Background: an optimization exercise with open tools, aiming at small area, a short achievable clock period and few clock cycles. Do not read the settings as production practice. At most, simulation tests tie the RTL to the original design; equivalence was not proved. Function not checked in runs 1 to 3: the RTL went through the layout flow alone. Power is estimated from default activity; no workload was simulated.

==> flow/design.v <==
`default_nettype none
package ptl_pkg;
    localparam int STACK_DEPTH_DEF = 64;
    localparam logic [7:0] CH_A     = 8'h41;
    localparam logic [7:0] CH_Z     = 8'h5A;
    localparam logic [7:0] CH_PLUS  = 8'h2B;
    localparam logic [7:0] CH_MINUS = 8'h2D;
    localparam logic [7:0] CH_STAR  = 8'h2A;
    localparam logic [7:0] CH_SLASH = 8'h2F;
    localparam logic [3:0] KIND_LOAD    = 4'd0;
    localparam logic [3:0] KIND_STORE   = 4'd5;
    localparam logic [3:0] KIND_BADEXPR = 4'd6;
    localparam logic [3:0] KIND_BADIN   = 4'd7;
    localparam logic [3:0] KIND_END     = 4'd8;
    localparam logic [3:0] KIND_OVF     = 4'd9;
    localparam logic [1:0] CLS_LETTER = 2'd0;
    localparam logic [1:0] CLS_OP     = 2'd1;
    localparam logic [1:0] CLS_BAD    = 2'd2;
    localparam logic [1:0] CLS_END    = 2'd3;
    localparam logic [2:0] M_NONE    = 3'd0;
    localparam logic [2:0] M_OP      = 3'd1;
    localparam logic [2:0] M_END     = 3'd2;
    localparam logic [2:0] M_BADEXPR = 3'd3;
    localparam logic [2:0] M_BADIN   = 3'd4;
    localparam logic [2:0] M_OVF     = 3'd5;
endpackage
`default_nettype wire
`default_nettype none
module ptl_front (
    input  wire logic          clk,
    input  wire logic          rst_n,
    input  wire logic          in_valid,
    output logic               in_stall,
    input  wire logic [7:0]    symbol,
    input  wire logic          is_end,
    output logic               head_valid,
    output logic [6:0]         head_item,
    input  wire logic          head_pop
);
    logic [6:0] cls_item;
    logic [6:0] q0_reg, q1_reg;
    logic       v0_reg, v1_reg;
    logic       push;
    always_comb
    begin
        cls_item = {ptl_pkg::CLS_BAD, symbol[4:0]};
        if (is_end)
            cls_item[6:5] = ptl_pkg::CLS_END;
        else if (symbol >= ptl_pkg::CH_A && symbol <= ptl_pkg::CH_Z)
            cls_item[6:5] = ptl_pkg::CLS_LETTER;
        else
        begin
            case (symbol)
                ptl_pkg::CH_PLUS:  cls_item = {ptl_pkg::CLS_OP, 5'd0};
                ptl_pkg::CH_MINUS: cls_item = {ptl_pkg::CLS_OP, 5'd1};
                ptl_pkg::CH_STAR:  cls_item = {ptl_pkg::CLS_OP, 5'd2};
                ptl_pkg::CH_SLASH: cls_item = {ptl_pkg::CLS_OP, 5'd3};
                default:           ;
            endcase
        end
    end
    assign in_stall   = v1_reg;
    assign push       = in_valid && !v1_reg;
    assign head_valid = v0_reg;
    assign head_item  = q0_reg;
    always_ff @(posedge clk)
    begin
        if (!v0_reg || head_pop)
            q0_reg <= v1_reg ? q1_reg : cls_item;
        if (push)
            q1_reg <= cls_item;
    end
    always_ff @(posedge clk or negedge rst_n)
    begin
        if (!rst_n)
        begin
            v0_reg <= 1'b0;
            v1_reg <= 1'b0;
        end
        else
        begin
            case ({v1_reg, v0_reg && !head_pop, push})
                3'b000: begin v0_reg <= 1'b0; v1_reg <= 1'b0; end
                3'b001: begin v0_reg <= 1'b1; v1_reg <= 1'b0; end
                3'b010: begin v0_reg <= 1'b1; v1_reg <= 1'b0; end
                3'b011: begin v0_reg <= 1'b1; v1_reg <= 1'b1; end
                3'b100: begin v0_reg <= 1'b1; v1_reg <= 1'b0; end
                default: begin v0_reg <= 1'b1; v1_reg <= 1'b1; end
            endcase
        end
    end
endmodule
`default_nettype wire
`default_nettype none
module ptl_back #(
    parameter int STACK_DEPTH = ptl_pkg::STACK_DEPTH_DEF
) (
    input  wire logic           clk,
    input  wire logic           rst_n,
    input  wire logic           head_valid,
    input  wire logic [6:0]     head_item,
    output logic                head_pop,
    output logic                out_valid,
    input  wire logic           out_stall,
    output logic [3:0]          kind,
    output logic [7:0]          first_operand,
    output logic [7:0]          second_operand,
    output logic [7:0]          temp_number,
    output logic                stack_empty,
    output logic                last
);
    localparam int CNT_W = $clog2(STACK_DEPTH + 1);
    logic [CNT_W-1:0] cnt_reg, cnt_next;
    logic             full_reg, lt2_reg, zero_reg, one_reg;
    logic             pend_reg;
    logic             halt_reg;
    logic [1:0] cls;
    logic       is_letter, is_op, is_end;
    logic       empty_now;
    logic       needs_slot, can_take;
    logic       do_push, do_pop;
    logic       b_store;
    logic [2:0] b_main;
    logic       b_new;
    assign cls       = head_item[6:5];
    assign is_letter = (cls == ptl_pkg::CLS_LETTER);
    assign is_op     = (cls == ptl_pkg::CLS_OP);
    assign is_end    = (cls == ptl_pkg::CLS_END);
    assign empty_now = zero_reg || (one_reg && pend_reg);
    logic slot_free;
    assign needs_slot = !halt_reg && !(is_letter && !pend_reg && !full_reg);
    assign can_take   = head_valid && (!needs_slot || slot_free);
    assign head_pop   = can_take;
    assign b_new      = can_take && needs_slot;
    always_comb
    begin
        b_store = pend_reg && !is_end;
        b_main  = ptl_pkg::M_NONE;
        do_push = 1'b0;
        do_pop  = 1'b0;
        if (is_end)
        begin
            b_main = ptl_pkg::M_END;
            do_pop = pend_reg;
        end
        else if (is_letter)
        begin
            if (full_reg)
                b_main = ptl_pkg::M_OVF;
            else
                do_push = 1'b1;
        end
        else if (is_op)
        begin
            if (lt2_reg)
                b_main = ptl_pkg::M_BADEXPR;
            else
            begin
                b_main = ptl_pkg::M_OP;
                do_pop = 1'b1;
            end
        end
        else
            b_main = ptl_pkg::M_BADIN;
        if (!can_take || halt_reg)
        begin
            do_push = 1'b0;
            do_pop  = 1'b0;
        end
    end
    always_comb
    begin
        cnt_next = cnt_reg;
        if (do_push)
            cnt_next = cnt_reg + 1'b1;
        else if (do_pop)
            cnt_next = cnt_reg - 1'b1;
    end
    always_ff @(posedge clk or negedge rst_n)
    begin
        if (!rst_n)
        begin
            cnt_reg  <= '0;
            full_reg <= 1'b0;
            lt2_reg  <= 1'b1;
            zero_reg <= 1'b1;
            one_reg  <= 1'b0;
            pend_reg <= 1'b0;
            halt_reg <= 1'b0;
        end
        else
        begin
            cnt_reg  <= cnt_next;
            full_reg <= (cnt_next == CNT_W'(STACK_DEPTH));
            lt2_reg  <= (cnt_next < CNT_W'(2));
            zero_reg <= (cnt_next == '0);
            one_reg  <= (cnt_next == CNT_W'(1));
            if (can_take && !halt_reg)
            begin
                pend_reg <= (b_main == ptl_pkg::M_OP);
                if (b_main != ptl_pkg::M_NONE && b_main != ptl_pkg::M_OP && b_main != ptl_pkg::M_END)
                    halt_reg <= 1'b1;
            end
        end
    end
    logic [4:0] stk [STACK_DEPTH];
    logic       pol_reg;
    logic       cmd_hold_reg, cmd_push_reg, cmd_pop_reg;
    logic [4:0] cmd_val_reg;
    logic [4:0] stk_next [STACK_DEPTH];
    logic [4:0] push_val;
    logic [4:0] raw0, raw1, raw2;
    logic [4:0] top0, top1;
    assign push_val = cmd_val_reg ^ {5{pol_reg}};
    always_comb
    begin
        for (int i = 0; i < STACK_DEPTH; i++)
        begin
            stk_next[i] = ~(({5{cmd_hold_reg}} & stk[i]) |
                            ({5{cmd_push_reg}} & ((i == 0) ? push_val : stk[(i == 0) ? 0 : i - 1])) |
                            ({5{cmd_pop_reg}}  & ((i == STACK_DEPTH - 1) ? 5'd0 : stk[(i == STACK_DEPTH - 1) ? i : i + 1])));
        end
    end
    always_ff @(posedge clk)
    begin
        pol_reg      <= !pol_reg;
        cmd_hold_reg <= !do_push && !do_pop;
        cmd_push_reg <= do_push;
        cmd_pop_reg  <= do_pop;
        cmd_val_reg  <= head_item[4:0];
        for (int i = 0; i < STACK_DEPTH; i++)
            stk[i] <= stk_next[i];
    end
    assign raw0 = stk[0] ^ {5{pol_reg}};
    assign raw1 = stk[1] ^ {5{pol_reg}};
    assign raw2 = stk[2] ^ {5{pol_reg}};
    always_comb
    begin
        if (cmd_push_reg)
        begin
            top0 = cmd_val_reg;
            top1 = raw0;
        end
        else if (cmd_pop_reg)
        begin
            top0 = raw1;
            top1 = raw2;
        end
        else
        begin
            top0 = raw0;
            top1 = raw1;
        end
    end
    logic       c_valid, f_valid;
    logic       c_store, f_store;
    logic [2:0] c_main,  f_main;
    logic [1:0] c_op,    f_op;
    logic [4:0] c_a,     f_a;
    logic [4:0] c_b,     f_b;
    logic       c_empty, f_empty;
    logic [1:0] c_ph;                
    logic [7:0] tcnt_reg;
    logic       n_valid, n_store;
    logic [2:0] n_main;
    logic [1:0] n_op, n_ph;
    logic       n_empty;
    logic [3:0] p_kind;
    logic       p_sa, p_sb, p_sec, p_st, p_last, p_emp, p_opnd;
    logic [3:0] q_kind;
    logic       q_sa, q_sb, q_sec, q_st, q_last, q_emp;
    logic       c_adv, c_done, c_load_f, c_load_new, f_load_new;
    assign c_adv      = c_valid && !out_stall;
    assign c_done     = c_adv && p_last;
    assign slot_free  = !f_valid || c_done || !c_valid;
    assign c_load_f   = f_valid && (c_done || !c_valid);
    assign c_load_new = b_new && !f_valid && (c_done || !c_valid);
    assign f_load_new = b_new && !c_load_new;
    always_comb
    begin
        n_valid = c_valid;
        n_store = c_store;
        n_main  = c_main;
        n_op    = c_op;
        n_ph    = c_ph;
        n_empty = c_empty;
        if (c_load_f)
        begin
            n_valid = 1'b1;
            n_store = f_store;
            n_main  = f_main;
            n_op    = f_op;
            n_ph    = '0;
            n_empty = f_empty;
        end
        else if (c_load_new)
        begin
            n_valid = 1'b1;
            n_store = b_store;
            n_main  = b_main;
            n_op    = head_item[1:0];
            n_ph    = '0;
            n_empty = empty_now;
        end
        else if (c_done)
            n_valid = 1'b0;
        else if (c_adv)
        begin
            if (c_store)
                n_store = 1'b0;
            else
                n_ph = c_ph + 1'b1;
        end
    end
    always_comb
    begin
        q_kind = ptl_pkg::KIND_LOAD;
        q_sa   = 1'b0;
        q_sb   = 1'b0;
        q_sec  = 1'b0;
        q_st   = 1'b0;
        q_emp  = 1'b0;
        q_last = 1'b1;
        if (n_store)
        begin
            q_kind = ptl_pkg::KIND_STORE;
            q_sa   = 1'b1;
            q_st   = 1'b1;
            q_last = (n_main == ptl_pkg::M_NONE);
        end
        else
        begin
            case (n_main)
                ptl_pkg::M_OP:
                begin
                    case (n_ph)
                        2'd0: begin q_sa = 1'b1; q_last = 1'b0; end
                        2'd1: begin q_sb = 1'b1; q_last = 1'b0; end
                        default:
                        begin
                            q_kind = {2'b00, n_op} + 4'd1;
                            q_sa   = 1'b1;
                            q_sec  = 1'b1;
                        end
                    endcase
                end
                ptl_pkg::M_END:
                begin
                    q_kind = ptl_pkg::KIND_END;
                    q_emp  = n_empty;
                end
                ptl_pkg::M_BADEXPR: q_kind = ptl_pkg::KIND_BADEXPR;
                ptl_pkg::M_BADIN:   q_kind = ptl_pkg::KIND_BADIN;
                ptl_pkg::M_OVF:     q_kind = ptl_pkg::KIND_OVF;
                default:            ;
            endcase
        end
    end
    always_ff @(posedge clk)
    begin
        c_store <= n_store;
        c_main  <= n_main;
        c_op    <= n_op;
        c_ph    <= n_ph;
        c_empty <= n_empty;
        p_kind  <= q_kind;
        p_sa    <= q_sa;
        p_sb    <= q_sb;
        p_opnd  <= q_sa || q_sb;
        p_sec   <= q_sec;
        p_st    <= q_st;
        p_last  <= q_last;
        p_emp   <= q_emp;
        if (c_load_f)
        begin
            c_a <= f_a;
            c_b <= f_b;
        end
        else if (c_load_new)
        begin
            c_a <= top0;
            c_b <= top1;
        end
        if (f_load_new)
        begin
            f_store <= b_store;
            f_main  <= b_main;
            f_op    <= head_item[1:0];
            f_a     <= top0;
            f_b     <= top1;
            f_empty <= empty_now;
        end
    end
    always_ff @(posedge clk or negedge rst_n)
    begin
        if (!rst_n)
        begin
            c_valid  <= 1'b0;
            f_valid  <= 1'b0;
            tcnt_reg <= '0;
        end
        else
        begin
            c_valid <= n_valid;
            if (f_load_new)
                f_valid <= 1'b1;
            else if (c_load_f)
                f_valid <= 1'b0;
            if (c_adv && p_sec && tcnt_reg != 8'hFF)
                tcnt_reg <= tcnt_reg + 1'b1;
        end
    end
    assign out_valid      = c_valid;
    assign kind           = p_kind;
    assign first_operand  = {1'b0, p_opnd, 1'b0, ({5{p_sa}} & c_a) | ({5{p_sb}} & c_b)};
    assign second_operand = {1'b0, p_sec, 1'b0, {5{p_sec}} & c_b};
    assign temp_number    = {8{p_st}} & tcnt_reg;
    assign stack_empty    = p_emp;
    assign last           = p_last;
endmodule
`default_nettype wire
`default_nettype none
module postfix_to_load_op_code #(
    parameter int STACK_DEPTH = ptl_pkg::STACK_DEPTH_DEF
) (
    input  wire logic       clk,
    input  wire logic       rst_n,
    input  wire logic       in_valid,
    output logic            in_stall,
    input  wire logic [7:0] symbol,
    input  wire logic       is_end,
    output logic            out_valid,
    input  wire logic       out_stall,
    output logic [3:0]      kind,
    output logic [7:0]      first_operand,
    output logic [7:0]      second_operand,
    output logic [7:0]      temp_number,
    output logic            stack_empty,
    output logic            last
);
    logic       head_valid;
    logic [6:0] head_item;
    logic       head_pop;
    ptl_front u_front (
        .clk        (clk),
        .rst_n      (rst_n),
        .in_valid   (in_valid),
        .in_stall   (in_stall),
        .symbol     (symbol),
        .is_end     (is_end),
        .head_valid (head_valid),
        .head_item  (head_item),
        .head_pop   (head_pop)
    );
    ptl_back #(
        .STACK_DEPTH (STACK_DEPTH)
    ) u_back (
        .clk            (clk),
        .rst_n          (rst_n),
        .head_valid     (head_valid),
        .head_item      (head_item),
        .head_pop       (head_pop),
        .out_valid      (out_valid),
        .out_stall      (out_stall),
        .kind           (kind),
        .first_operand  (first_operand),
        .second_operand (second_operand),
        .temp_number    (temp_number),
        .stack_empty    (stack_empty),
        .last           (last)
    );
endmodule
`default_nettype wire
==> flow/run.sh <==
#!/bin/bash
# synth_recipe.tcl (not shown) runs the flow's synth.tcl, then flattens the netlist and writes it again
# the make line also repeats each setting of config.mk as NAME=value (left out here)
make -C /OpenROAD-flow-scripts/flow DESIGN_CONFIG=/design/flow/config.mk WORK_HOME=/design/flow/orfs CLKGATE_MAP_FILE= SYNTH_SCRIPT=/design/flow/synth_recipe.tcl finish
==> flow/config.mk <==
export PLATFORM = sky130hd
export DESIGN_NAME = postfix_to_load_op_code
export DESIGN_NICKNAME = postfix_to_load_op_code
export VERILOG_FILES = /design/flow/design.v
export SDC_FILE = /design/flow/constraint.sdc
export NUM_CORES = 4
export LEC_CHECK = 0
export CAP_MARGIN = 20
export CORE_MARGIN = 2
export CORE_UTILIZATION = 40
export SETUP_SLACK_MARGIN = 1.5
export SLEW_MARGIN = 20
==> flow/constraint.sdc <==
create_clock -name core_clock -period 4.4 [get_ports {clk}]
set_input_delay 0.8800 -clock core_clock [delete_from_list [all_inputs] [get_ports {clk}]]
set_output_delay 0.8800 -clock core_clock [all_outputs]
set_load 0.01 [all_outputs]
==> results of run 1 <==
==> placed cells by master, fill, tap and decap left out, types with 19 or more instances in the layout <==
master,Yosys,routed
a222oi_1,315,315
and2_1,19,19
clkbuf_16,0,46
clkdlybuf4s50_1,0,39
dfrtp_1,23,23
dfxtp_1,348,345
edfxtp_1,41,41
nand2_1,21,21
nor2_1,43,43
o21ai_0,22,22
xnor2_1,19,19
==> power breakdown <==
part / switching (uW) / internal [uW]
clock: 1450 / 2130
sequential: 329 / 4240
combinational: 257 / 337
==> worst max path at each step <==
stage                         start               end  slack (ns)  cells past startpoint
after floorplan           out_stall     u_back.f_a[0]        1.62                      6
after global placement    out_stall  u_back.p_kind[1]        0.87                      9
after detailed placement  out_stall  u_back.p_kind[1]        0.83                      9
after CTS                 out_stall  u_back.p_kind[1]        1.53                     10
after global routing      out_stall  u_back.p_kind[1]        1.24                     10
final                     out_stall  u_back.p_kind[1]        1.46                     10
==> per-layer routing <==
layer  share of wire [%]  GRT usage (%)  wire (um)  up-vias
li1                    -              -          -     4917
met1                  49          19.29      13380     5054
met2                  44          19.62      11940      221
met3                 4.6          2.690       1238       44
met4                 1.8          3.989        492        0
met5                   0              0          0        -
==> final cells by class <==
class	count	area share, %
well taps	461	3.484
repair buffers	51	3.114
flip-flops and latches	414	53.39
clock inverters	15	0.7710
clock buffers	61	7.899
multi-input cells	612	31.10
inverters	11	0.2494
==> worst register-to-register path, delay by kind of cell (launching register included) <==
kind	cells	cell delay, ns
simple gates	5	1.46
flops	1	0.57
compound gates	2	0.52
==> through the flow <==
step	power [uW]	utilization (%)	cell area, sq um	setup WS (ns)
CTS	8863	46.44	16560	1.528
global placement	5217	42.40	15120	0.8740
floorplan	4982	-	14540	1.623
global route	9148	46.43	16550	1.242
detailed placement	5242	42.40	15120	0.8328
finish	8747	46.43	16550	1.458
==> cell families (layout without fill, tap and decap cells) <==
logic type | count (synthesis) | count (layout)
fa+ha+maj | 4 | 4
flops | 414 | 414
simple gates | 160 | 160
mux | 24 | 24
other cells | 1 | 4
xor+xnor | 28 | 28
compound gates | 392 | 392
buf+inv | 143 | 138
==> flow_summary.ini, run 1 <==
[synth]
synthXorXnorAreaFrac_pct = 1.739
synth_fa_ha_area_share_pct = 0.3444
yosysUniqueCellTypes = 67
ys_top_cells_by_count = 348 x dfxtp_1, 315 x a222oi_1, 114 x clkbuf_1, 43 x nor2_1, 41 x edfxtp_1
avgSynthCellArea_sq_um = 12.46
synth_edf_count = 41
yosys-top-cells-area = dfxtp_1 48%, a222oi_1 22%, edfxtp_1 8.5%, dfrtp_1 4.0%, clkbuf_1 2.9%
netlist.area_leader.share_pct = 47.94
seq_area_frac_synth_pct = 60.74
syn_area_sq_um = 14530
synthMuxAreaShare_pct = 1.765
synth_top_family_by_area = compound AO/OA/AOI/OAI gates
synth_most_common_cell = dfxtp_1
ys_seq_elements = 414
syn_inst = 1166
ys.flop_type = dfxtp_1
ys_warn_count = 4
yosys.area.top_type = dfxtp_1
synth_compound_area_share_pct = 25.39
async_reset_ff_share_pct = 6.039
yosys.area_share.simple_pct = 6.053

[clocking]
clock_path_buffers = 3
cts_setup_buffers = 0
clk_root_buffer_cell = clkbuf_16
cts_tree = yes
clkTransAtPathRegs_ns = 0.06
cts_buffers = 42
cts_hold_buf = 0
numClockSinks = 414
h-tree-depth = 2
cts_resized = 1
clk_latency_ns = 0.55

[routing]
vias = 10240
first_pass_iters = 17
wire_per_inst_um = 16.64
drc = 0
drt_iter0_markers = 1992
ant_nets = 0
viasPerCell = 6.299
totalWireLength_um = 27050

[run_status]
status = no timing/DRC/antenna violations

[grt]
grt_overflow = 0
grt_max_degree = 197
grt_pass1_wl_um = 44020
antenna_found_initial = 0
grt_usage_pct = 13.20
grt_pass1_vias = 8925

[timing]
max_slew_margin_pct = 26.32
period_needed_ns = 2.942
fmax_mhz = 339.9
hold_viol = 0
fin_crit_sh_pct = 66.86
setup_viol = 0
slew_viol_final = 0
setup_tns_ns = 0
tightest_slew_ns = 1.105
skew_ns = 0.02126
rsz0062_at_grt = true
hold_ws_ns = 0.3140

[hold_path]
hold_class = in2async

[finish]
nNetsFinal = 1149
instances_no_fill = 1625
largest_reg_flops = 320
syn2layout_area_growth_pct = 13.91
layout-drive-gt1-share_pct = 9.364
regArea_sq_um = 8837
multiInputGateArea_sq_um = 5147
fillers = 3189
diodes = 0

[place]
numPlacedInstances = 1549
gp_congestion = 0.7863
port_buffers = 40
detailed_place_hpwl_um = 14700

[pwr]
cellLeakagePower_uw = 0.007660
p_per_area_nw_per_um2 = 528.4
max-vdd-ir-drop_uv = 335.9

[worst_setup_path]
slowest_delay_ns = 0.56
required_ns = 4.83
regToRegEndpoint = u_back.full_reg
critPathLaunchType = input pin
path_class = in2reg
crit_top_cell = nor2_1
crit_fanout = 11
crit_path_cell_trace = clkdlybuf4s50_1 > and2b_1 > nor2_1 > nor2_1 > a22oi_1 > o21ai_0 > ha_1 > a21oi_1 > o21a_1 > nor2_1
reg2reg_from = u_front.q0_reg[6]
setup.worst_path.end_class = register
rrSetupSlack_ns = 1.77
cp_top_family = simple AND/OR/NAND/NOR gates
slowest_stage = nor2_1
reg2reg_depth = 7
crit_buf_inv = 1
cp.arrival_ns = 3.38

[die]
die_y_um = 194.6
dieArea_sq_um = 37870
die_w_um = 194.6
core_area_sq_um = 35660
rows = 69
io_pins = 45
start_util_pct = 40.76

[job]
maxCapViolCount = 0
==> run 2: changes to the inputs <==
--- a/flow/config.mk
+++ b/flow/config.mk
@@ -8,5 +8,5 @@
 export CAP_MARGIN = 20
 export CORE_MARGIN = 2
 export CORE_UTILIZATION = 40
-export SETUP_SLACK_MARGIN = 1.5
+export SETUP_SLACK_MARGIN = 2.5
 export SLEW_MARGIN = 20
==> run 2 against run 1 <==
Compared with the run above: synthesized cell count unchanged; clock skew down 0.0064 ns; first-iteration DRC count up 7.9%; routed wire length up 11%; critical path type is now reg2reg; non-clock buffer count up 53; fmax up 29%; core utilization up 2.4 points; setup slack better by 0.66 ns; still clean; synthesized area unchanged; flip-flop and latch count unchanged; sequential power about the same; power up 1.5%.
==> flow_summary.ini, run 2 <==
[finish]
diodes = 0
layout-drive-gt1-share_pct = 21.16
instances_no_fill = 1680
nNetsFinal = 1202
layout_common_cells = 338 x dfxtp_1, 315 x a222oi_1, 46 x buf_4
fillers = 3122
syn2layout_area_growth_pct = 19.85
layout_commonest_cell = dfxtp_1
utilization_pct = 48.84
largest_reg_flops = 320

[synth]
synth_most_common_cell = dfxtp_1
ys_warn_count = 4
netlist.area_leader.share_pct = 47.94
syn_area_sq_um = 14530
yosys.area.top_type = dfxtp_1
seq_area_frac_synth_pct = 60.74
ys_top_cells_by_count = 348 x dfxtp_1, 315 x a222oi_1, 114 x clkbuf_1, 43 x nor2_1, 41 x edfxtp_1
ys_seq_elements = 414
yosysUniqueCellTypes = 67
synth_edf_count = 41
yosys-top-cells-area = dfxtp_1 48%, a222oi_1 22%, edfxtp_1 8.5%, dfrtp_1 4.0%, clkbuf_1 2.9%
syn_inst = 1166
ys.flop_type = dfxtp_1
avgSynthCellArea_sq_um = 12.46
async_reset_ff_share_pct = 6.039

[grt]
grt_pass1_vias = 9615
grt_overflow = 0
grt_max_degree = 239
grt_pass1_wl_um = 48240
antenna_found_initial = 0
grt_usage_pct = 14.68

[timing]
rsz0062_at_grt = true
period_needed_ns = 2.278
skew_ns = 0.01489
max_slew_margin_pct = 56.14
fin_crit_sh_pct = 51.77
setup_viol = 0
setup_tns_ns = 0
slew_viol_final = 0
fmax_mhz = 439.0
hold_viol = 0
tightest_slew_ns = 0.6578

[die]
die_w_um = 194.6
die_y_um = 194.6
start_util_pct = 40.76
core_area_sq_um = 35660
rows = 69
io_pins = 45
dieArea_sq_um = 37870

[routing]
first_pass_iters = 17
totalWireLength_um = 30010
drt_iter0_markers = 2149
wire_per_inst_um = 17.86
viasPerCell = 6.408
ant_nets = 0
drc = 0
vias = 10770

[run_status]
status = no timing/DRC/antenna violations

[worst_setup_path]
crit_top_cell = or3_4
reg2reg_depth = 6
critPathLaunchType = register
reg2reg_from = u_front.q0_reg[6]
regToRegEndpoint = u_back.full_reg
setup.worst_path.end_class = register
cp.arrival_ns = 2.75
slowest_delay_ns = 0.48
crit_fanout = 7
slowest_stage = edfxtp_1
path_class = reg2reg
crit_path_cell_trace = and2b_1 > or3_4 > or3_4 > o31ai_4 > xor2_2 > nor3b_2
required_ns = 4.88
rrSetupSlack_ns = 2.12

[clocking]
clk_latency_ns = 0.55
clkTransAtPathRegs_ns = 0.06
cts_buffers = 42
numClockSinks = 414
h-tree-depth = 2
clock_path_buffers = 3
clk_root_buffer_cell = clkbuf_16
cts_tree = yes

[pwr]
cellLeakagePower_uw = 0.008138
max-vdd-ir-drop_uv = 317.3
p_per_area_nw_per_um2 = 510.0

[place]
detailed_place_hpwl_um = 14870
numPlacedInstances = 1546
gp_congestion = 0.7937
port_buffers = 40

[hold_path]
hold_class = in2async

[job]
maxCapViolCount = 0
[run 2: cell types whose count changed in the layout (fill, tap and decap cells not counted), moves of 7 or more]
cell             before  now
buf_2                 1   25
dfxtp_1             345  338
dlygate4sd2_1         0    8
buf_6                 0    9
clkdlybuf4s50_1      39    2
buf_4                 8   46
buf_12                3   10
clkbuf_8             10   18
[run 2: cells by family after synthesis]
group | synth area share, %
fa+ha+maj | 0.3444
buf+inv | 3.943
other cells | 0.02581
flops | 60.74
compound gates | 25.39
xor+xnor | 1.739
simple gates | 6.053
mux | 1.765
[run 2: worst max path at each step]
stage	start	slack, ns	end	cells after the start
after global routing	u_front.q0_reg[6]	2.01	u_back.full_reg	6
after CTS	u_front.q0_reg[6]	2.14	u_back.full_reg	7
final	u_front.q0_reg[6]	2.12	u_back.full_reg	6
after global placement	out_stall	1.08	u_back.p_kind[1]	10
after floorplan	out_stall	2.05	u_back.p_kind[1]	10
after detailed placement	out_stall	1.04	u_back.p_kind[1]	10
[run 2: where the power goes]
group          switching [uW]  internal [uW]  total [uW]  leakage [uW]
sequential                337           4250        4590       0.00362
combinational             316            371         687       0.00379
clock                    1460           2150        3610      0.000726
[run 2: what timing repair did]
| item | CTS | global route |
|---|---|---|
| gates resized for setup | 174 | 28 |
| hold buffers | 0 | 0 |
| setup buffers | 36 | 18 |
| endpoints found under the setup margin | 363 | 321 |
| cloned | 1 | 1 |
| pin swaps | 29 | 11 |
[run 2: area by class of cell]
type	instances	area [sq um]	share of cell area, %
multi-input cells	612	5528	31.74
flip-flops and latches	414	8864	50.89
clock buffers	67	1329	7.630
repair buffers	104	947.2	5.439
well taps	461	576.8	3.312
clock inverters	11	123.9	0.7113
inverters	11	47.55	0.2730
[run 2: per-layer routing]
layer	part of all wire [%]	global-route usage, %	wire (um)	vias to the layer above
li1	-	-	-	5019
met5	0	0	0	-
met1	48	20.92	14310	5408
met2	46	22.65	13730	294
met3	4.8	2.620	1438	44
met4	1.8	4.644	532	0
[run 2: metrics by stage]
stage / area, sq um / total power (uW) / setup WS, ns / hold WS [ns]
6_report: 17420 / 8882 / 2.122 / 0.3158
5_1_grt: 17420 / 9276 / 2.010 / 0.3630
4_1_cts: 17120 / 8927 / 2.140 / 0.3698
3_5_place_dp: 15280 / 5270 / 1.041 / 0.3486
3_3_place_gp: 15280 / 5242 / 1.079 / 0.3366
2_1_floorplan: 14730 / 5005 / 2.052 / 0.3233
[run 2: critical path, delay by kind of cell (launching register included)]
family / cells / cell delay (ns)
AO/OA/AOI/OAI: 1 / 0.22
XOR/XNOR: 1 / 0.24
flip-flops: 1 / 0.48
AND/OR/NAND/NOR: 4 / 1.26
==> run 3: changes to the inputs <==
==> flow/flow/run.sh (new file) <==
#!/bin/bash
# The standard layout, with the port buffers made of fast sky130 buffers
# instead of the delay buffers buffer_ports picks by default.
set -euo pipefail
export BUFFER_PORTS_ARGS="-buffer_cell sky130_fd_sc_hd__buf_4"
bash standard.sh > standard_flow.log 2>&1
==> flow/standard.sh (new file) <==
#!/bin/bash
# synth_recipe.tcl (not shown) runs the flow's synth.tcl, then flattens the netlist and writes it again
# the make line also repeats each setting of config.mk as NAME=value (left out here)
make -C /OpenROAD-flow-scripts/flow DESIGN_CONFIG=/design/flow/config.mk WORK_HOME=/design/flow/orfs CLKGATE_MAP_FILE= SYNTH_SCRIPT=/design/flow/synth_recipe.tcl "${@:-finish}"
removed: flow/run.sh
==> run 3 against run 2 <==
Compared with the run above: count of clock-buffer cells in the layout fell by 4; critical path type unchanged; non-clock buffer count up 7; global-route usage decreased by 0.060 points; register-to-register slack hardly changed; routed wire length shrank 0.70%; cell count increased by 0.36%; flip-flop and latch count unchanged; synthesized cell count unchanged.
==> flow_summary.ini, run 3 <==
[grt]
grt_pass1_vias = 9698
antenna_found_initial = 0
grt_usage_pct = 14.62
grt_overflow = 0
grt_pass1_wl_um = 48090
grt_max_degree = 155

[pwr]
max-vdd-ir-drop_uv = 329.3
p_per_area_nw_per_um2 = 501.9
cellLeakagePower_uw = 0.008168

[finish]
instances_no_fill = 1686
nNetsFinal = 1209
syn2layout_area_growth_pct = 20.89
layout_common_cells = 339 x dfxtp_1, 315 x a222oi_1, 68 x buf_4
finalInstanceArea_sq_um = 17570
largest_reg_flops = 320
layout_commonest_cell = dfxtp_1
diodes = 0
layout-drive-gt1-share_pct = 23.02
utilization_pct = 49.27

[place]
detailed_place_hpwl_um = 14900
numPlacedInstances = 1545
port_buffers = 40
placed_cell_area_sq_um = 15160
place_ws_ns = 1.107
gp_congestion = 0.7840

[synth]
ys_seq_elements = 414
ys_top_cells_by_count = 348 x dfxtp_1, 315 x a222oi_1, 114 x clkbuf_1, 43 x nor2_1, 41 x edfxtp_1
synth_edf_count = 41
syn_area_sq_um = 14530
ys.flop_type = dfxtp_1
async_reset_ff_share_pct = 6.039
syn_inst = 1166
yosys.area.top_type = dfxtp_1
netlist.area_leader.share_pct = 47.94
synth_most_common_cell = dfxtp_1
yosysUniqueCellTypes = 67
seq_area_frac_synth_pct = 60.74
avgSynthCellArea_sq_um = 12.46
yosys-top-cells-area = dfxtp_1 48%, a222oi_1 22%, edfxtp_1 8.5%, dfrtp_1 4.0%, clkbuf_1 2.9%
ys_warn_count = 4

[clocking]
cts_hold_buf = 0
clock_path_buffers = 3
clk_root_buffer_cell = clkbuf_16
clkTransAtPathRegs_ns = 0.06
numClockSinks = 414
cts_tree = yes
cts_buffers = 42
clk_latency_ns = 0.54
h-tree-depth = 2

[die]
io_pins = 45
die_w_um = 194.6
rows = 69
core_area_sq_um = 35660
start_util_pct = 40.76
die_y_um = 194.6
dieArea_sq_um = 37870

[routing]
viasPerCell = 6.333
totalWireLength_um = 29800
first_pass_iters = 17
drt_iter0_markers = 2098
vias = 10680
drc = 0
ant_nets = 0
wire_per_inst_um = 17.68

[hold_path]
hold_class = in2async

[timing]
setup_ws_ns = 2.107
period_needed_ns = 2.293
slew_viol_final = 0
max_slew_margin_pct = 54.96
setup_viol = 0
rsz0062_at_grt = true
hold_viol = 0
skew_ns = 0.008681
fin_crit_sh_pct = 52.11
setup_tns_ns = 0
fmax_mhz = 436.1
tightest_slew_ns = 0.6662

[worst_setup_path]
rrSetupSlack_ns = 2.11
path_class = reg2reg
crit_fanout = 5
cp.arrival_ns = 2.75
required_ns = 4.86
critPathLaunchType = register
setup.worst_path.end_class = register

[job]
maxCapViolCount = 0

[run_status]
status = no timing/DRC/antenna violations
[run 3: cell count changes in the layout (fill, tap and decap cells not counted), moves of 4 or more]
| cell | change |
|---|---|
| and2_1 | -12 |
| clkbuf_8 | -8 |
| buf_6 | +19 |
| buf_2 | -24 |
| dlygate4sd2_1 | -8 |
| buf_4 | +22 |
| and2_4 | +12 |
| clkbuf_1 | +4 |
[run 3: logic make-up (layout without fill, tap and decap cells)]
logic type,Yosys count,after routing,synth area share (%)
flops,414,414,60.74
other cells,1,4,0.02581
xor+xnor,28,28,1.739
fa+ha+maj,4,4,0.3444
buf+inv,143,199,3.943
simple gates,160,160,6.053
compound gates,392,392,25.39
mux,24,24,1.765
[run 3: cell type report]
cell class / count / area (sq um)
tap: 461 / 576.8
sequential: 414 / 8864
multi-input combinational: 612 / 5552
fill: 3098 / 18090
clock buffer: 63 / 1251
timing repair buffer: 111 / 1144
inverter: 11 / 45.04
clock inverter: 14 / 135.1
[run 3: stage by stage]
stage,power (uW),hold slack [ns]
after global routing,9204,0.2521
after floorplan,5005,0.3233
final,8816,0.2415
after global placement,5214,0.3355
after detailed placement,5243,0.3319
after CTS,8820,0.2332
[run 3: what timing repair did]
action                                  in CTS  in global routing
resized for setup                           54                 56
endpoints found under the setup margin     332                160
buffers inserted                            39                 20
pin swaps                                   20                 19
cloned                                       1                  4
[run 3: critical path, cell delays in order, from the launching register on]
cell      delay, ns
edfxtp_1       0.47
buf_4          0.19
nor3_1         0.24
nand2_1        0.18
o311ai_0       0.38
a21oi_1        0.12
a211oi_2       0.29
nand3_2        0.16
nor3_1         0.17
[run 3: layer usage]
layer	up-vias	routed length [um]	track usage [%]
met3	46	1260	2.638
met1	5348	14170	20.53
met4	0	546	4.074
met5	-	0	0
met2	243	13820	23.14
li1	5041	-	-
[run 3: power breakdown]
group          internal [uW]  switching, uW  total, uW
clock                   2040           1430       3480
sequential              4250            329       4580
combinational            428            334        762
[run 3: final timing paths]
path | depth (start not counted) | from | end
worst max register to register | 8 | u_front.q0_reg[6] | u_back.zero_reg
worst min-delay path | 1 | rst_n | u_back.cnt_reg[2]
worst min register to register | 0 | u_front.q0_reg[2] | u_back.cmd_val_reg[2]
worst max-delay path | 8 | u_front.q0_reg[6] | u_back.zero_reg
min in group core_clock | 0 | u_front.q0_reg[2] | u_back.cmd_val_reg[2]
max in group asynchronous | 1 | rst_n | u_back.zero_reg
==> run 4: changes to the inputs <==
--- a/flow/design.v
+++ b/flow/design.v
@@ -168,13 +168,30 @@
             do_pop  = 1'b0;
         end
     end
+    logic cnt_top1, cnt_two;
+    assign cnt_top1 = (cnt_reg == CNT_W'(STACK_DEPTH - 1));
+    assign cnt_two  = (cnt_reg == CNT_W'(2));
+    logic [CNT_W-1:0] cnt_inc, cnt_dec;
+    logic [CNT_W-1:0] low_ones, low_zeros;
+    always_comb
+    begin
+        low_ones[0]  = 1'b1;
+        low_zeros[0] = 1'b1;
+        for (int i = 1; i < CNT_W; i++)
+        begin
+            low_ones[i]  = low_ones[i-1] & cnt_reg[i-1];
+            low_zeros[i] = low_zeros[i-1] & !cnt_reg[i-1];
+        end
+        cnt_inc = cnt_reg ^ low_ones;
+        cnt_dec = cnt_reg ^ low_zeros;
+    end
     always_comb
     begin
         cnt_next = cnt_reg;
         if (do_push)
-            cnt_next = cnt_reg + 1'b1;
+            cnt_next = cnt_inc;
         else if (do_pop)
-            cnt_next = cnt_reg - 1'b1;
+            cnt_next = cnt_dec;
     end
     always_ff @(posedge clk or negedge rst_n)
     begin
@@ -191,10 +208,20 @@
         else
         begin
             cnt_reg  <= cnt_next;
-            full_reg <= (cnt_next == CNT_W'(STACK_DEPTH));
-            lt2_reg  <= (cnt_next < CNT_W'(2));
-            zero_reg <= (cnt_next == '0);
-            one_reg  <= (cnt_next == CNT_W'(1));
+            if (do_push)
+            begin
+                full_reg <= cnt_top1;
+                lt2_reg  <= zero_reg;
+                zero_reg <= 1'b0;
+                one_reg  <= zero_reg;
+            end
+            else if (do_pop)
+            begin
+                full_reg <= 1'b0;
+                lt2_reg  <= lt2_reg || cnt_two;
+                zero_reg <= one_reg;
+                one_reg  <= cnt_two;
+            end
             if (can_take && !halt_reg)
             begin
                 pend_reg <= (b_main == ptl_pkg::M_OP);
@@ -269,12 +296,17 @@
     logic       p_sa, p_sb, p_sec, p_st, p_last, p_emp, p_opnd;
     logic [3:0] q_kind;
     logic       q_sa, q_sb, q_sec, q_st, q_last, q_emp;
-    logic       c_adv, c_done, c_load_f, c_load_new, f_load_new;
+    logic       c_adv, c_hold, c_load_f, c_load_new, f_load_new;
+    logic       g_done, g_free, g_load_f, g_load_new;
     assign c_adv      = c_valid && !out_stall;
-    assign c_done     = c_adv && p_last;
-    assign slot_free  = !f_valid || c_done || !c_valid;
-    assign c_load_f   = f_valid && (c_done || !c_valid);
-    assign c_load_new = b_new && !f_valid && (c_done || !c_valid);
+    assign c_hold     = c_valid && out_stall;
+    assign g_done     = c_valid && p_last;
+    assign g_free     = !c_valid || g_done;
+    assign slot_free  = !f_valid || !c_valid || (g_done && !out_stall);
+    assign g_load_f   = f_valid && g_free;
+    assign g_load_new = head_valid && needs_slot && !f_valid && g_free;
+    assign c_load_f   = g_load_f && !c_hold;
+    assign c_load_new = g_load_new && !c_hold;
     assign f_load_new = b_new && !c_load_new;
     always_comb
     begin
@@ -284,7 +316,7 @@
         n_op    = c_op;
         n_ph    = c_ph;
         n_empty = c_empty;
-        if (c_load_f)
+        if (g_load_f)
         begin
             n_valid = 1'b1;
             n_store = f_store;
@@ -293,7 +325,7 @@
             n_ph    = '0;
             n_empty = f_empty;
         end
-        else if (c_load_new)
+        else if (g_load_new)
         begin
             n_valid = 1'b1;
             n_store = b_store;
@@ -302,9 +334,9 @@
             n_ph    = '0;
             n_empty = empty_now;
         end
-        else if (c_done)
+        else if (g_done)
             n_valid = 1'b0;
-        else if (c_adv)
+        else if (c_valid)
         begin
             if (c_store)
                 n_store = 1'b0;
@@ -358,19 +390,22 @@
     end
     always_ff @(posedge clk)
     begin
-        c_store <= n_store;
-        c_main  <= n_main;
-        c_op    <= n_op;
-        c_ph    <= n_ph;
-        c_empty <= n_empty;
-        p_kind  <= q_kind;
-        p_sa    <= q_sa;
-        p_sb    <= q_sb;
-        p_opnd  <= q_sa || q_sb;
-        p_sec   <= q_sec;
-        p_st    <= q_st;
-        p_last  <= q_last;
-        p_emp   <= q_emp;
+        if (!c_hold)
+        begin
+            c_store <= n_store;
+            c_main  <= n_main;
+            c_op    <= n_op;
+            c_ph    <= n_ph;
+            c_empty <= n_empty;
+            p_kind  <= q_kind;
+            p_sa    <= q_sa;
+            p_sb    <= q_sb;
+            p_opnd  <= q_sa || q_sb;
+            p_sec   <= q_sec;
+            p_st    <= q_st;
+            p_last  <= q_last;
+            p_emp   <= q_emp;
+        end
         if (c_load_f)
         begin
             c_a <= f_a;
@@ -401,7 +436,8 @@
         end
         else
         begin
-            c_valid <= n_valid;
+            if (!c_hold)
+                c_valid <= n_valid;
             if (f_load_new)
                 f_valid <= 1'b1;
             else if (c_load_f)
==> flow/run.sh (new file) <==
#!/bin/bash
# synth_recipe.tcl (not shown) runs the flow's synth.tcl, then flattens the netlist and writes it again
# the make line also repeats each setting of config.mk as NAME=value (left out here)
make -C /OpenROAD-flow-scripts/flow DESIGN_CONFIG=/design/flow/config.mk WORK_HOME=/design/flow/orfs CLKGATE_MAP_FILE= SYNTH_SCRIPT=/design/flow/synth_recipe.tcl finish
--- a/flow/config.mk
+++ b/flow/config.mk
@@ -8,5 +8,6 @@
 export CAP_MARGIN = 20
 export CORE_MARGIN = 2
 export CORE_UTILIZATION = 40
+export CTS_BUF_LIST = sky130_fd_sc_hd__clkbuf_4 sky130_fd_sc_hd__clkbuf_8
 export SETUP_SLACK_MARGIN = 2.5
 export SLEW_MARGIN = 20
removed: flow/flow/run.sh
removed: flow/standard.sh
==> run 4 against run 3 <==
Compared with the run above: count of clock-buffer cells in the layout is 41 higher; sequential share of layout area is 0.17 points lower; fmax is 3.1% lower; non-clock buffer count is 16 higher; clock skew is 0.019 ns higher; routed wire length is 2.5% higher; setup slack worse by 0.073 ns; critical path depth is 5 lower; core utilization is 0.99 points higher; cell area is 2.3% higher; global-route usage is 0.13 points lower; highest routed layer unchanged; first-iteration DRC count is 5.0% lower.
==> flow_summary.ini, run 4 <==
[finish]
layout_commonest_cell = dfxtp_1
diodes = 0
syn2layout_area_growth_pct = 23.27
layout_common_cells = 326 x dfxtp_1, 315 x a222oi_1, 81 x clkbuf_8
nNetsFinal = 1225
layout-drive-gt1-share_pct = 28.97
largest_reg_flops = 320
utilization_pct = 50.26

[worst_setup_path]
cp.depth = 3
slowest_stage = edfxtp_1
cp_top_family = flip-flops
crit_start = u_back.p_sa
reg2reg_from = u_front.q0_reg[5]
regToRegEndpoint = u_back.p_kind[1]
critPathLaunchType = register
setup.worst_path.end_class = output port
crit_fanout = 5
crit_path_cell_trace = buf_4 > a22o_1 > buf_2
rrSetupSlack_ns = 2.07
reg2reg_depth = 9
cp.arrival_ns = 1.49
required_ns = 3.52
crit_buf_inv = 2
slowest_delay_ns = 0.44
path_class = reg2out

[die]
rows = 69
io_pins = 45
die_y_um = 194.9
start_util_pct = 40.78
die_w_um = 194.9
dieArea_sq_um = 37980
core_area_sq_um = 35740

[job]
maxCapViolCount = 0

[pwr]
power.share.sequential_pct = 49.8
p_per_area_nw_per_um2 = 517.5
p_sw_share_pct = 24.22
power_frac_comb_pct = 11.7
p_int_uw = 7045
clockPowerShare_pct = 38.5
cellLeakagePower_uw = 0.006793
max-vdd-ir-drop_uv = 270.5
p_sw_uw = 2252

[routing]
drt_iter0_markers = 1993
wire_per_inst_um = 17.75
ant_nets = 0
drc = 0
first_pass_iters = 14
viasPerCell = 6.291
vias = 10830
totalWireLength_um = 30550

[synth]
synth_edf_count = 60
avgSynthCellArea_sq_um = 12.85
synth_most_common_cell = dfxtp_1
seq_area_frac_synth_pct = 61.86
ys_seq_elements = 414
async_reset_ff_share_pct = 6.039
ys_warn_count = 4
syn_inst = 1134
netlist.area_leader.share_pct = 45.19
ys_top_cells_by_count = 329 x dfxtp_1, 315 x a222oi_1, 106 x clkbuf_1, 60 x edfxtp_1, 45 x nand2_1
yosys.area.top_type = dfxtp_1
yosysUniqueCellTypes = 72
syn_area_sq_um = 14570
yosys-top-cells-area = dfxtp_1 45%, a222oi_1 22%, edfxtp_1 12%, dfrtp_1 3.9%, clkbuf_1 2.7%
ys.flop_type = dfxtp_1

[timing]
setup_viol = 0
tightest_slew_ns = 0.8408
slew_viol_final = 0
setup_tns_ns = 0
skew_ns = 0.02734
fin_crit_sh_pct = 53.78
period_needed_ns = 2.366
hold_ws_ns = 0.3439
hold_viol = 0
rsz0062_at_grt = true
fmax_mhz = 422.6
max_slew_margin_pct = 43.77

[hold_path]
min_to = u_back.cmd_val_reg[2]
hold_class = reg2reg
hold_path_startpoint = u_front.q0_reg[2]
hold-path-cell-count = 0

[clocking]
clkTransAtPathRegs_ns = 0.06
clk_latency_ns = 0.60
cts_hold_buf = 0
clk_root_buffer_cell = clkbuf_8
clock_path_buffers = 3
h-tree-depth = 3
cts_tree = yes
cts_buffers = 69
numClockSinks = 414

[place]
gp_congestion = 0.7367
port_buffers = 40
detailed_place_hpwl_um = 14390

[run_status]
status = no timing/DRC/antenna violations

[grt]
grt_max_degree = 263
grt_pass1_vias = 9772
antenna_found_initial = 0
grt_overflow = 0
grt_usage_pct = 14.49
grt_pass1_wl_um = 47270
[run 4: changes by cell type in the layout (fill, tap and decap cells not counted), moves of 19 or more]
cell and change:
clkbuf_4 +23, clkbuf_8 +71, nor2_1 -26, buf_6 +22, edfxtp_1 +19, buf_4 -28, clkbuf_16 -42
[run 4: through the flow]
step | setup slack (ns) | instances | power [uW] | area, sq um
after global placement | 1.259 | 1517 | 5403 | 15290
after global routing | 1.971 | 1721 | 9732 | 17960
final | 2.034 | 1721 | 9297 | 17960
after detailed placement | 1.225 | 1517 | 5428 | 15290
after floorplan | 2.074 | 1137 | 5129 | 14750
after CTS | 1.995 | 1687 | 9233 | 17370
[run 4: power groups by stage]
stage	Sequential (uW)	Combinational [uW]	Clock [uW]
2_1_floorplan	4600	530	0
3_3_place_gp	4680	725	0
3_5_place_dp	4680	743	0
4_1_cts	4610	925	3700
5_1_grt	4680	1180	3880
6_report	4630	1090	3580
[run 4: layout make-up]
cell class,instances,area (sq um)
fillers,3025,17780
flip-flops and latches,414,9034
inverters,9,45.04
repair buffers,127,1320
clock buffers,104,1287
clock inverters,17,198.9
multi-input cells,589,5503
well taps,461,576.8
[run 4: worst max path at each step]
stage	end	slack (ns)
floorplan	u_back.cnt_reg[4]	2.07
CTS	first_operand[4]	2.00
global route	first_operand[4]	1.97
global placement	u_back.cnt_reg[4]	1.26
detailed placement	u_back.cnt_reg[4]	1.23
finish	first_operand[4]	2.03
[run 4: what timing repair did]
item                       CTS  global route
setup buffers               47            30
gates cloned                 2             4
setup endpoints to repair  375           322
resized for setup          203            72
pin swaps                   31            33
[run 4: kinds of logic (layout without fill, tap and decap cells)]
logic type      Yosys count  in the layout  synth area share (%)
mux                      31             31                 2.284
other cells               1              4               0.02573
flops                   414            414                 61.86
buf+inv                 137            257                 3.820
fa+ha+maj                 2              2                0.1717
simple gates            127            130                 4.628
compound gates          393            393                 25.46
xor+xnor                 29             29                 1.743
[run 4: layer usage]
metal	part of all wire, %	global-route usage (%)	vias to the layer above
met3	5.2	3.054	62
met1	45	18.94	5426
met4	2.0	6.022	0
li1	-	-	5037
met2	48	23.37	301
met5	0	0	-
Testbench counts of run 4, summed over its fixed seeds: cycles 24,938.
==> run 5: changes to the inputs <==
--- a/flow/config.mk
+++ b/flow/config.mk
@@ -8,6 +8,5 @@
 export CAP_MARGIN = 20
 export CORE_MARGIN = 2
 export CORE_UTILIZATION = 40
-export CTS_BUF_LIST = sky130_fd_sc_hd__clkbuf_4 sky130_fd_sc_hd__clkbuf_8
 export SETUP_SLACK_MARGIN = 2.5
 export SLEW_MARGIN = 20
==> run 5 against run 4 <==
Compared with the run above: still clean on timing, DRC and antenna; combinational power is essentially flat; routed wire length down 1.4%; clock power is 4% lower; setup slack improved by 0.029 ns; synthesized area did not move; count of clock-buffer cells in the layout decreased by 35; sequential share of layout area grew 0.63 points.
==> flow_summary.ini, run 5 <==
[finish]
layout_common_cells = 325 x dfxtp_1, 315 x a222oi_1, 60 x edfxtp_1
instances_no_fill = 1668
fillers = 3058
syn2layout_area_growth_pct = 21.75
layout_commonest_cell = dfxtp_1
nNetsFinal = 1194
finalInstanceArea_sq_um = 17740
utilization_pct = 49.64
layout-drive-gt1-share_pct = 24.36
diodes = 0
largest_reg_flops = 320

[worst_setup_path]
required_ns = 3.52
crit_path_cell_trace = buf_4 > a22o_1 > buf_2
rrSetupSlack_ns = 2.15
cp.arrival_ns = 1.46
slowest_delay_ns = 0.44
crit_buf_inv = 2
setup.worst_path.end_class = output port
cp_top_family = flip-flops
crit_fanout = 5
slowest_stage = edfxtp_1
critPathLaunchType = register
path_class = reg2out

[clocking]
clk_latency_ns = 0.54
clk_root_buffer_cell = clkbuf_16
h-tree-depth = 2
numClockSinks = 414
cts_buffers = 43
cts_tree = yes
clkTransAtPathRegs_ns = 0.06
clock_path_buffers = 3

[die]
rows = 69
io_pins = 45
dieArea_sq_um = 37980
core_area_sq_um = 35740
die_w_um = 194.9
die_y_um = 194.9
start_util_pct = 40.78

[pwr]
power_frac_comb_pct = 11.7
clockPowerShare_pct = 37.6
p_per_area_nw_per_um2 = 513.8
cellLeakagePower_uw = 0.006653
p_sw_uw = 2156
power.share.sequential_pct = 50.7
max-vdd-ir-drop_uv = 365.6
p_int_uw = 6960
p_sw_share_pct = 23.65

[job]
maxCapViolCount = 0

[timing]
setup_tns_ns = 0
skew_ns = 0.02939
max_slew_margin_pct = 46.20
tightest_slew_ns = 0.8044
period_needed_ns = 2.337
slew_viol_final = 0
hold_viol = 0
rsz0062_at_grt = true
setup_viol = 0
fmax_mhz = 427.9
fin_crit_sh_pct = 53.11

[grt]
grt_pass1_vias = 9530
grt_pass1_wl_um = 47070
grt_usage_pct = 14.38
antenna_found_initial = 0
grt_max_degree = 172
grt_overflow = 0

[synth]
yosys.area.top_type = dfxtp_1
avgSynthCellArea_sq_um = 12.85
syn_area_sq_um = 14570
yosysUniqueCellTypes = 72
ys_top_cells_by_count = 329 x dfxtp_1, 315 x a222oi_1, 106 x clkbuf_1, 60 x edfxtp_1, 45 x nand2_1
ys.flop_type = dfxtp_1
synth_edf_count = 60
async_reset_ff_share_pct = 6.039
synth_most_common_cell = dfxtp_1
ys_seq_elements = 414
ys_warn_count = 4
yosys-top-cells-area = dfxtp_1 45%, a222oi_1 22%, edfxtp_1 12%, dfrtp_1 3.9%, clkbuf_1 2.7%
seq_area_frac_synth_pct = 61.86
syn_inst = 1134
netlist.area_leader.share_pct = 45.19

[routing]
drc = 0
ant_nets = 0
vias = 10610
drt_iter0_markers = 1913
viasPerCell = 6.362
wire_per_inst_um = 18.06
first_pass_iters = 14
totalWireLength_um = 30120

[place]
gp_congestion = 0.7367
placed_cell_area_sq_um = 15290
numPlacedInstances = 1517
port_buffers = 40
detailed_place_hpwl_um = 14390

[run_status]
status = no timing/DRC/antenna violations

[hold_path]
hold_class = reg2reg
run 5: cell counts after synthesis:
Identical to the previous run, type by type.
run 5: timing repair:
item	in CTS	in global routing
buffers inserted	39	33
gates resized for setup	201	68
endpoints found under the setup margin	375	223
gates cloned	2	4
pin swaps	34	30
hold buffers	0	0
run 5: power groups by stage:
stage | sequential, uW | clock [uW] | combinational, uW
3_3_place_gp | 4680 | 0 | 725
4_1_cts | 4600 | 3530 | 861
2_1_floorplan | 4600 | 0 | 530
6_report | 4620 | 3430 | 1060
3_5_place_dp | 4680 | 0 | 743
5_1_grt | 4670 | 3690 | 1150
run 5: area by class of cell:
type / count / area (sq um) / share of cell area [%]
clock buffers: 69 / 1286 / 7.249
clock inverters: 4 / 45.04 / 0.2539
multi-input cells: 588 / 5477 / 30.87
well taps: 461 / 576.8 / 3.251
flip-flops and latches: 414 / 9035 / 50.92
inverters: 9 / 43.79 / 0.2468
repair buffers: 123 / 1280 / 7.214
run 5: per-stage QoR:
stage,hold slack [ns],setup WS [ns],power [uW]
floorplan,0.3233,2.074,5129
global route,0.3488,2.012,9522
finish,0.3352,2.063,9116
global placement,0.3297,1.259,5403
detailed placement,0.3321,1.225,5428
CTS,0.3433,2.038,8994
run 5: cell families (layout without fill, tap and decap cells):
kind of cell | Yosys count | in the layout | share of synthesized area (%)
AOI/OAI and AO/OA | 393 | 393 | 25.46
xor gates and xnor gates | 29 | 29 | 1.743
adders and majority gates | 2 | 2 | 0.1717
buffers and inverters | 137 | 205 | 3.820
DFF | 414 | 414 | 61.86
muxes | 31 | 31 | 2.284
other | 1 | 4 | 0.02573
and+or+nand+nor | 127 | 129 | 4.628
run 5: layer usage:
metal | global-route usage, % | up-vias | share of wire, %
li1 | - | 4974 | -
met1 | 19.40 | 5308 | 45
met2 | 23.41 | 277 | 48
met3 | 2.707 | 53 | 4.7
met4 | 4.495 | 0 | 2.2
met5 | 0 | - | 0
run 5: final timing paths:
check | startpoint | to | cells after the start
max in group asynchronous | rst_n | u_back.c_valid | 2
setup reg to reg | u_front.q0_reg[5] | u_back.p_kind[1] | 9
hold / removal | u_front.q0_reg[3] | u_back.cmd_val_reg[3] | 0
setup / recovery | u_back.p_sa | first_operand[4] | 3
hold reg to reg | u_front.q0_reg[3] | u_back.cmd_val_reg[3] | 0
min in group asynchronous | rst_n | u_back.cnt_reg[2] | 1
==> run 6: changes to the inputs <==
--- a/flow/config.mk
+++ b/flow/config.mk
@@ -8,5 +8,7 @@
 export CAP_MARGIN = 20
 export CORE_MARGIN = 2
 export CORE_UTILIZATION = 40
+export CTS_CLUSTER_DIAMETER = 100
+export CTS_CLUSTER_SIZE = 30
 export SETUP_SLACK_MARGIN = 2.5
 export SLEW_MARGIN = 20
==> run 6 against run 5 <==
Compared with the run above: clock power down 45%; global-route usage down 0.75 points; count of clock-buffer cells in the layout down 46; cell area down 5.8%; cell count down 3.7%; critical endpoint unchanged; largest cell class unchanged; largest power group unchanged.
==> flow_summary.ini, run 6 <==
[grt]
grt_pass1_wl_um = 45400
antenna_found_initial = 0
grt_overflow = 0
grt_pass1_vias = 9202
grt_max_degree = 263
grt_usage_pct = 13.64

[routing]
wl_met1_um = 13270
met3_length_um = 1306
totalWireLength_um = 29280
drc = 0
wl_met2_um = 14140
drt_iter0_markers = 1890
first_pass_iters = 14
vias = 10410
highest_layer = met4
viasPerCell = 6.484
ant_nets = 0
wire_per_inst_um = 18.23

[job]
maxCapViolCount = 0

[worst_setup_path]
required_ns = 3.52
reg2reg_depth = 9
path_class = reg2out
crit_start = u_back.p_sa
slowest_delay_ns = 0.46
setup.worst_path.end_class = output port
crit_fanout = 5
critPathLaunchType = register
critPathCapture = first_operand[4]
reg2reg_from = u_front.q0_reg[5]
cp.arrival_ns = 1.44
regToRegEndpoint = u_back.p_kind[1]
rrSetupSlack_ns = 2.11
crit_path_cell_trace = buf_4 > a22o_1 > buf_2
slowest_stage = edfxtp_1

[synth]
syn_inst = 1134
ys.flop_type = dfxtp_1
yosys.area.top_type = dfxtp_1
avgSynthCellArea_sq_um = 12.85
async_reset_ff_share_pct = 6.039
synth_most_common_cell = dfxtp_1
synth_edf_count = 60
ys_top_cells_by_count = 329 x dfxtp_1, 315 x a222oi_1, 106 x clkbuf_1, 60 x edfxtp_1, 45 x nand2_1
yosys-top-cells-area = dfxtp_1 45%, a222oi_1 22%, edfxtp_1 12%, dfrtp_1 3.9%, clkbuf_1 2.7%
syn_area_sq_um = 14570
netlist.area_leader.share_pct = 45.19
yosysUniqueCellTypes = 72
ys_warn_count = 4
ys_seq_elements = 414
seq_area_frac_synth_pct = 61.86

[clocking]
clkTransAtPathRegs_ns = 0.11
cts_hold_buf = 0
clk_root_buffer_cell = clkbuf_16
clk_latency_ns = 0.53
cts_buffers = 17
cts_tree = yes
clock_path_buffers = 3
numClockSinks = 414
h-tree-depth = 1

[finish]
nNetsFinal = 1154
layout_common_cells = 326 x dfxtp_1, 315 x a222oi_1, 60 x edfxtp_1
layout_commonest_cell = dfxtp_1
largest_reg_flops = 320
diodes = 0
instances_no_fill = 1606
utilization_pct = 46.75
syn2layout_area_growth_pct = 14.65
layout-drive-gt1-share_pct = 21.31

[timing]
max_slew_margin_pct = 46.17
setup_viol = 0
period_needed_ns = 2.325
hold_viol = 0
rsz0062_at_grt = true
fin_crit_sh_pct = 52.84
fmax_mhz = 430.1
tightest_slew_ns = 0.8050
skew_ns = 0.03034
hold_ws_ns = 0.3549
slew_viol_final = 0
setup_tns_ns = 0

[pwr]
power.share.sequential_pct = 61.7
cellLeakagePower_uw = 0.006118
p_per_area_nw_per_um2 = 447.5
power_frac_comb_pct = 13.4
max-vdd-ir-drop_uv = 224.1
p_sw_share_pct = 24.70
p_int_uw = 5631
clockPowerShare_pct = 24.9
p_sw_uw = 1847

[die]
dieArea_sq_um = 37980
die_w_um = 194.9
core_area_sq_um = 35740
io_pins = 45
rows = 69
start_util_pct = 40.78
die_y_um = 194.9

[place]
detailed_place_hpwl_um = 14390
gp_congestion = 0.7367
port_buffers = 40
numPlacedInstances = 1517

[hold_path]
hold_class = reg2reg

[run_status]
status = no timing/DRC/antenna violations
-- run 6: timing repair --
item | 4_1_cts | 5_1_grt
pin swaps | 31 | 27
gates cloned | 1 | 3
endpoints found under the setup margin | 377 | 348
gates resized for setup | 199 | 68
buffers inserted | 42 | 18
-- run 6: logic make-up (layout without fill, tap and decap cells) --
family	count (synthesis)	in the layout	share of synthesized area [%]
flip-flops	414	414	61.86
AO/OA/AOI/OAI	393	393	25.46
buffers and inverters	137	143	3.820
AND/OR/NAND/NOR	127	129	4.628
multiplexers	31	31	2.284
XOR/XNOR	29	29	1.743
adder cells (fa/ha/maj)	2	2	0.1717
other	1	4	0.02573
-- run 6: routing by layer --
layer	vias up	global-route usage, %
met5	-	0
met4	0	2.912
met3	31	1.666
met2	283	22.91
met1	5257	18.90
li1	4843	-
-- run 6: power by group through the flow --
stage	registers, uW	clock network, uW	logic (uW)
detailed placement	4680	0	743
CTS	4590	1940	825
floorplan	4600	0	530
finish	4610	1870	1000
global placement	4680	0	725
global route	4670	2070	1090
-- run 6: cell type report --
| class | instances | area, sq um |
|---|---|---|
| inverters | 9 | 42.54 |
| repair buffers | 109 | 1079 |
| well taps | 461 | 576.8 |
| clock inverters | 2 | 22.52 |
| flip-flops and latches | 414 | 9036 |
| clock buffers | 23 | 457.9 |
| fillers | 3145 | 19030 |
| multi-input cells | 588 | 5494 |
-- run 6: critical path, delay by kind of cell, from the launching register on --
| family | cells | cell delay, ns |
|---|---|---|
| flops | 1 | 0.46 |
| compound gates | 1 | 0.17 |
| buf+inv | 2 | 0.30 |
-- run 6: per-stage QoR --
stage                     worst slack [ns]  cell area [sq um]  power [uW]
after global routing                 2.016              16710        7833
after CTS                            2.056              16230        7355
after floorplan                      2.074              14750        5129
after global placement               1.259              15290        5403
final                                2.075              16710        7477
after detailed placement             1.225              15290        5428
-- run 6: worst min path at each step --
stage                            from                    end  slack [ns]  cells past startpoint
global route        u_front.q0_reg[3]  u_back.cmd_val_reg[3]        0.37                      0
CTS                 u_front.q0_reg[2]  u_back.cmd_val_reg[2]        0.36                      0
finish              u_front.q0_reg[3]  u_back.cmd_val_reg[3]        0.35                      0
detailed placement  u_front.q0_reg[4]  u_back.cmd_val_reg[4]        0.33                      0
floorplan           u_front.q0_reg[2]  u_back.cmd_val_reg[2]        0.32                      0
global placement    u_front.q0_reg[4]  u_back.cmd_val_reg[4]        0.33                      0

==> afterwards: timing with drivers on the ports <==
In the flow no input, the clock included, has a driving cell. The finished layouts below were timed again as built, in two steps. Step 1: set_driving_cell puts a clkbuf_16 on clk and a buf_2 on each other input, an assumption about the parent block. Step 2 times the ports against the registers' clock, not the clock port: input delays grow and output delays shrink by t, the midpoint of the rising clock arrivals with the driver on. a / b / c = no drivers / after step 1 / after step 2; a / b = the first two.
run	t (ns)	setup WS [ns]	hold WS [ns]	worst data-port slew with drivers (ns)	cell pins on the clock port's net
run 1	0.585	1.458 / 1.475 / 0.891	0.314 / 0.288 / 0.332	0.03	1
run 2	0.599	2.122 / 2.122 / 1.661	0.316 / 0.290 / 0.368	0.03	1
run 3	0.581	2.107 / 2.107 / 1.650	0.242 / 0.222 / 0.344	0.03	1
run 4	0.630	2.034 / 1.987 / 1.816	0.344 / 0.344 / 0.344	0.03	1
run 5	0.583	2.063 / 2.013 / 1.937	0.335 / 0.335 / 0.335	0.03	1
run 6	0.563	2.075 / 2.024 / 1.935	0.355 / 0.355 / 0.355	0.03	1
After both steps setup and hold are still met in every run listed. For run 1, which loses most, drivers alone change the setup slack by +0.017 ns; drivers and shift together by -0.567 ns.
